Source: an optimization exercise on an open RTL-to-GDS flow (aim: small area, a short achievable clock period and few clock cycles per item). Production flows keep margins and buffers that such runs may drop. The RTL was checked by simulation tests, not by an equivalence proof against the original design. Power figures rest on the tool's default switching activity, not on a simulated workload.

==> flow/design.v (excerpt) <==
module linear_key_value_table
#(
  parameter int CAPACITY   = lkvt_pkg::CAPACITY_DEF,
  parameter int KEY_BITS   = lkvt_pkg::KEY_BITS_DEF,
  parameter int VALUE_BITS = lkvt_pkg::VALUE_BITS_DEF,
  localparam int IN_W  = ((KEY_BITS + VALUE_BITS + 7) / 8) * 8,
  localparam int RES_W = 1 + VALUE_BITS + lkvt_pkg::STATUS_W + lkvt_pkg::COUNT_OUT_W + 2,
  localparam int OUT_W = ((RES_W + 7) / 8) * 8
) (
  input  logic              clk_i,
  input  logic              rst_ni,
  input  logic              s_axis_tvalid,
  output logic              s_axis_tready,
  input  logic [IN_W-1:0]   s_axis_tdata,   
  input  logic [lkvt_pkg::KIND_W-1:0] s_axis_tuser,   
  output logic              m_axis_tvalid,
  input  logic              m_axis_tready,
  output logic [OUT_W-1:0]  m_axis_tdata    
);
For scale: about 4400 cells after synthesis, ~1800 flip-flops.
make LEC_CHECK=0 CAP_MARGIN=20 CORE_MARGIN=2 CORE_UTILIZATION=55 CTS_CLUSTER_DIAMETER=80 CTS_CLUSTER_SIZE=25 PLACE_DENSITY=0.7 SETUP_SLACK_MARGIN=2.8 SLEW_MARGIN=20 finish   # period 5.0 ns
run.sh (not shown) runs the stock make flow with config.mk's settings and CLKGATE_MAP_FILE= SYNTH_SCRIPT=/design/flow/synth_recipe.tcl, a recipe that flattens the netlist after the stock synthesis.
Testbench counts at the start, summed over its fixed seeds: cycles 12,172, items 12,000.
Edit:
CORE_UTILIZATION = 45   (was 55)
PLACE_DENSITY = 0.65   (was 0.7)
SETUP_SLACK_MARGIN = 2.5   (was 2.8)
Clock-buffer cell count rises by 9.
First-iteration DRC count falls by about a fifth.
Wire length decreases by a few percent.
Critical path depth does not change.
Worst setup slack improved by 100 ps.
Via count goes down by a few percent.
Global-route usage fell by 7.0 points.
Power shrinks slightly.

---

v6:
linear_key_value_table, a different RTL version from the one above (not shown whole).
Size in the first run: ~4300 cells after synthesis, about 1800 flip-flops, roughly 0.055 mm² of cells after synthesis.
Settings: LEC_CHECK=0, CAP_MARGIN=20, CORE_MARGIN=2, CORE_UTILIZATION=45, CTS_CLUSTER_DIAMETER=80, CTS_CLUSTER_SIZE=25, PLACE_DENSITY=0.65, SETUP_SLACK_MARGIN=2.75, SLEW_MARGIN=20; clock period 5.0 ns.
Testbench counts of v6, summed over its fixed seeds: cycles 12,172, items 12,000.
Input-level comparison between v7 and v6:
--- a/flow/config.mk
+++ b/flow/config.mk
@@ -14 +14 @@
-export SETUP_SLACK_MARGIN = 2.75
+export SETUP_SLACK_MARGIN = 2.6
Diff v6 -> v7 | final design utilization | decrease of 0.71 points
Looking at signed area change from the synthesized netlist to the final layout, v7 sits 1.6 points below v6.
The storage element area of v6 and that of v7 are within noise of each other.

---

Setup of oak:
Another version of the RTL of linear_key_value_table (not shown whole).
For scale: roughly 1900 flip-flops, ~100 I/O pins.
make LEC_CHECK=0 CAP_MARGIN=20 CORE_MARGIN=2 CORE_UTILIZATION=45 CTS_CLUSTER_DIAMETER=80 CTS_CLUSTER_SIZE=25 PLACE_DENSITY=0.65 SETUP_SLACK_MARGIN=2.7 SLEW_MARGIN=20 finish   # period 5.0 ns
Testbench counts of oak, summed over its fixed seeds: cycles 12,172, items 12,000.
Changes in pine relative to oak:
- SETUP_SLACK_MARGIN now 2.5, was 2.7
==> summary.txt <==
The maximum clock frequency of pine is higher than that of oak. oak has a higher layout-stage area growth over the synthesis result than pine. oak has a lower number of clock buffer instances in the layout than pine.

---

Setup of lane 1:
linear_key_value_table, a different RTL version from the one above (not shown whole).
Size in the first run: about 4300 cells after synthesis, ~1800 flip-flops, ~100 I/O pins, ~55000 um2 of cells after synthesis.
==> flow/config.mk <==
export PLATFORM = sky130hd
export DESIGN_NAME = linear_key_value_table
export DESIGN_NICKNAME = linear_key_value_table
export VERILOG_FILES = /design/flow/design.v
export SDC_FILE = /design/flow/constraint.sdc
export NUM_CORES = 4
export LEC_CHECK = 0
export CAP_MARGIN = 20
export CORE_MARGIN = 2
export CORE_UTILIZATION = 45
export CTS_CLUSTER_DIAMETER = 80
export CTS_CLUSTER_SIZE = 25
export PLACE_DENSITY = 0.65
export SETUP_SLACK_MARGIN = 2.5
export SLEW_MARGIN = 20
==> flow/constraint.sdc <==
create_clock -name core_clock -period 5.0 [get_ports {clk_i}]
set_input_delay 1.0000 -clock core_clock [delete_from_list [all_inputs] [get_ports {clk_i}]]
set_output_delay 1.0000 -clock core_clock [all_outputs]
set_load 0.01 [all_outputs]
Lane 1 completed every stage of the flow, and the final layout passed the timing, design-rule and antenna checks.
Testbench counts of lane 1, summed over its fixed seeds: cycles 12,172, items 12,000.
### lane 1 -> lane 2
# lane 1
export LEC_CHECK = 0
export CAP_MARGIN = 20
export CORE_MARGIN = 2
export CORE_UTILIZATION = 45
export CTS_CLUSTER_DIAMETER = 80
export CTS_CLUSTER_SIZE = 25
export PLACE_DENSITY = 0.65
export SETUP_SLACK_MARGIN = 2.5
export SLEW_MARGIN = 20
create_clock -name core_clock -period 5.0 [get_ports {clk_i}]
# lane 2
export LEC_CHECK = 0
export CAP_MARGIN = 20
export CORE_MARGIN = 2
export CORE_UTILIZATION = 45
export CTS_CLUSTER_DIAMETER = 80
export CTS_CLUSTER_SIZE = 25
export PLACE_DENSITY = 0.65
export SETUP_SLACK_MARGIN = 2.7
export SLEW_MARGIN = 20
create_clock -name core_clock -period 5.0 [get_ports {clk_i}]
Results
Relative to lane 1, the total power divided by cell area measured on lane 2 has decreased slightly.
Looking at relative area change from synthesis to final layout, lane 2 sits 1.0 points higher than lane 1 does.
Re global-route usage: lane 2 is 0.32 points down on lane 1.
Against lane 1, average via count per standard cell in lane 2 fell slightly.
The number of ordinary inverters in the final layout of lane 1 and that of lane 2 are within noise of each other.

---

run P:
Another version of the RTL of linear_key_value_table (not shown whole).
For scale: roughly 1800 flip-flops, ~100 I/O pins, ~55000 µm² of cells after synthesis.
// linear_key_value_table
module linear_key_value_table
#(
  parameter int CAPACITY   = lkvt_pkg::CAPACITY_DEF,
  parameter int KEY_BITS   = lkvt_pkg::KEY_BITS_DEF,
  parameter int VALUE_BITS = lkvt_pkg::VALUE_BITS_DEF,
  localparam int IN_W  = ((KEY_BITS + VALUE_BITS + 7) / 8) * 8,
  localparam int RES_W = 1 + VALUE_BITS + lkvt_pkg::STATUS_W + lkvt_pkg::COUNT_OUT_W + 2,
  localparam int OUT_W = ((RES_W + 7) / 8) * 8
) (
  input  logic              clk_i,
  input  logic              rst_ni,
  input  logic              s_axis_tvalid,
  output logic              s_axis_tready,
  input  logic [IN_W-1:0]   s_axis_tdata,   
  input  logic [lkvt_pkg::KIND_W-1:0] s_axis_tuser,   
  output logic              m_axis_tvalid,
  input  logic              m_axis_tready,
  output logic [OUT_W-1:0]  m_axis_tdata    
);
clock: 5.0 ns
lec_check: 0
cap_margin: 20
core_margin: 2
core_utilization: 40
place_density: 0.6
slew_margin: 20
Testbench counts of run P, summed over its fixed seeds: cycles 12,076, items 12,000.
The following lists how run R was set up differently from run P:
# run P
export LEC_CHECK = 0
export CAP_MARGIN = 20
export CORE_MARGIN = 2
export CORE_UTILIZATION = 40
export PLACE_DENSITY = 0.6
export SLEW_MARGIN = 20
create_clock -name core_clock -period 5.0 [get_ports {clk_i}]
# run R
export LEC_CHECK = 0
export CAP_MARGIN = 20
export CORE_MARGIN = 2
export CORE_UTILIZATION = 60
export PLACE_DENSITY = 0.75
export SETUP_SLACK_MARGIN = 2.0
export SLEW_MARGIN = 20
create_clock -name core_clock -period 5.0 [get_ports {clk_i}]
Notes after the runs:
Run R vs run P, relative contribution of combinational cells to total power went up by 1.3 points.
Between run R and run P, it is run R whose count of clock-buffer cells in the layout is lower, by 5.5%.
Actual slew at the worst max-slew pin: run R higher than run P
Highest fanout seen on the critical path: run P vs run R — no meaningful difference
For the wire length of the first global-routing pass, run R came in about 2% higher than run P did.

afterwards: timing with drivers on the ports:
In the flow no input, the clock included, has a driving cell. The finished layouts below were timed again as built, in two steps. Step 1, drivers: a clkbuf_16 drives clk_i and a buf_2 each remaining input, both assumed. Step 2, shift: input delay + t, output delay - t, t = (earliest + latest rising clock arrival at the registers) / 2. This alone moves slack from input paths to output paths. a / b / c = ideal / step 1 / step 2; a / b = the first two.
run	shift t [ns]	slack for setup (ns)	worst hold slack (ns)	slew at the worst register clock pin (ns)	pins driven straight from the clock port
the first run of note 1	0.762	2.283 / 2.283 / 1.827	0.344 / 0.344 / 0.344	0.11 / 0.11	1
the second run of note 1	0.778	2.383 / 2.383 / 1.735	0.325 / 0.313 / 0.325	0.10 / 0.10	1
v6	0.774	2.381 / 2.316 / 1.996	0.324 / 0.324 / 0.324	0.10 / 0.10	1
v7	0.760	2.400 / 2.346 / 1.913	0.298 / 0.248 / 0.313	0.11 / 0.11	1
oak	0.778	2.218 / 2.218 / 1.718	0.333 / 0.333 / 0.333	0.11 / 0.11	1
pine	0.766	2.291 / 2.291 / 1.882	0.322 / 0.322 / 0.322	0.11 / 0.11	1
lane 1	0.776	2.528 / 2.459 / 1.870	0.330 / 0.330 / 0.330	0.10 / 0.10	1
lane 2	0.772	2.555 / 2.498 / 2.012	0.338 / 0.338 / 0.338	0.10 / 0.10	1
run P	0.859	0.991 / 1.040 / 0.182	0.095 / 0.045 / 0.338	0.07 / 0.07	1
run R	0.857	1.731 / 1.745 / 0.905	0.291 / 0.242 / 0.330	0.07 / 0.07	1
After both steps setup and hold are still met in every run listed. For run R, which loses most, drivers alone change the setup slack by +0.014 ns; drivers and shift together by -0.826 ns.
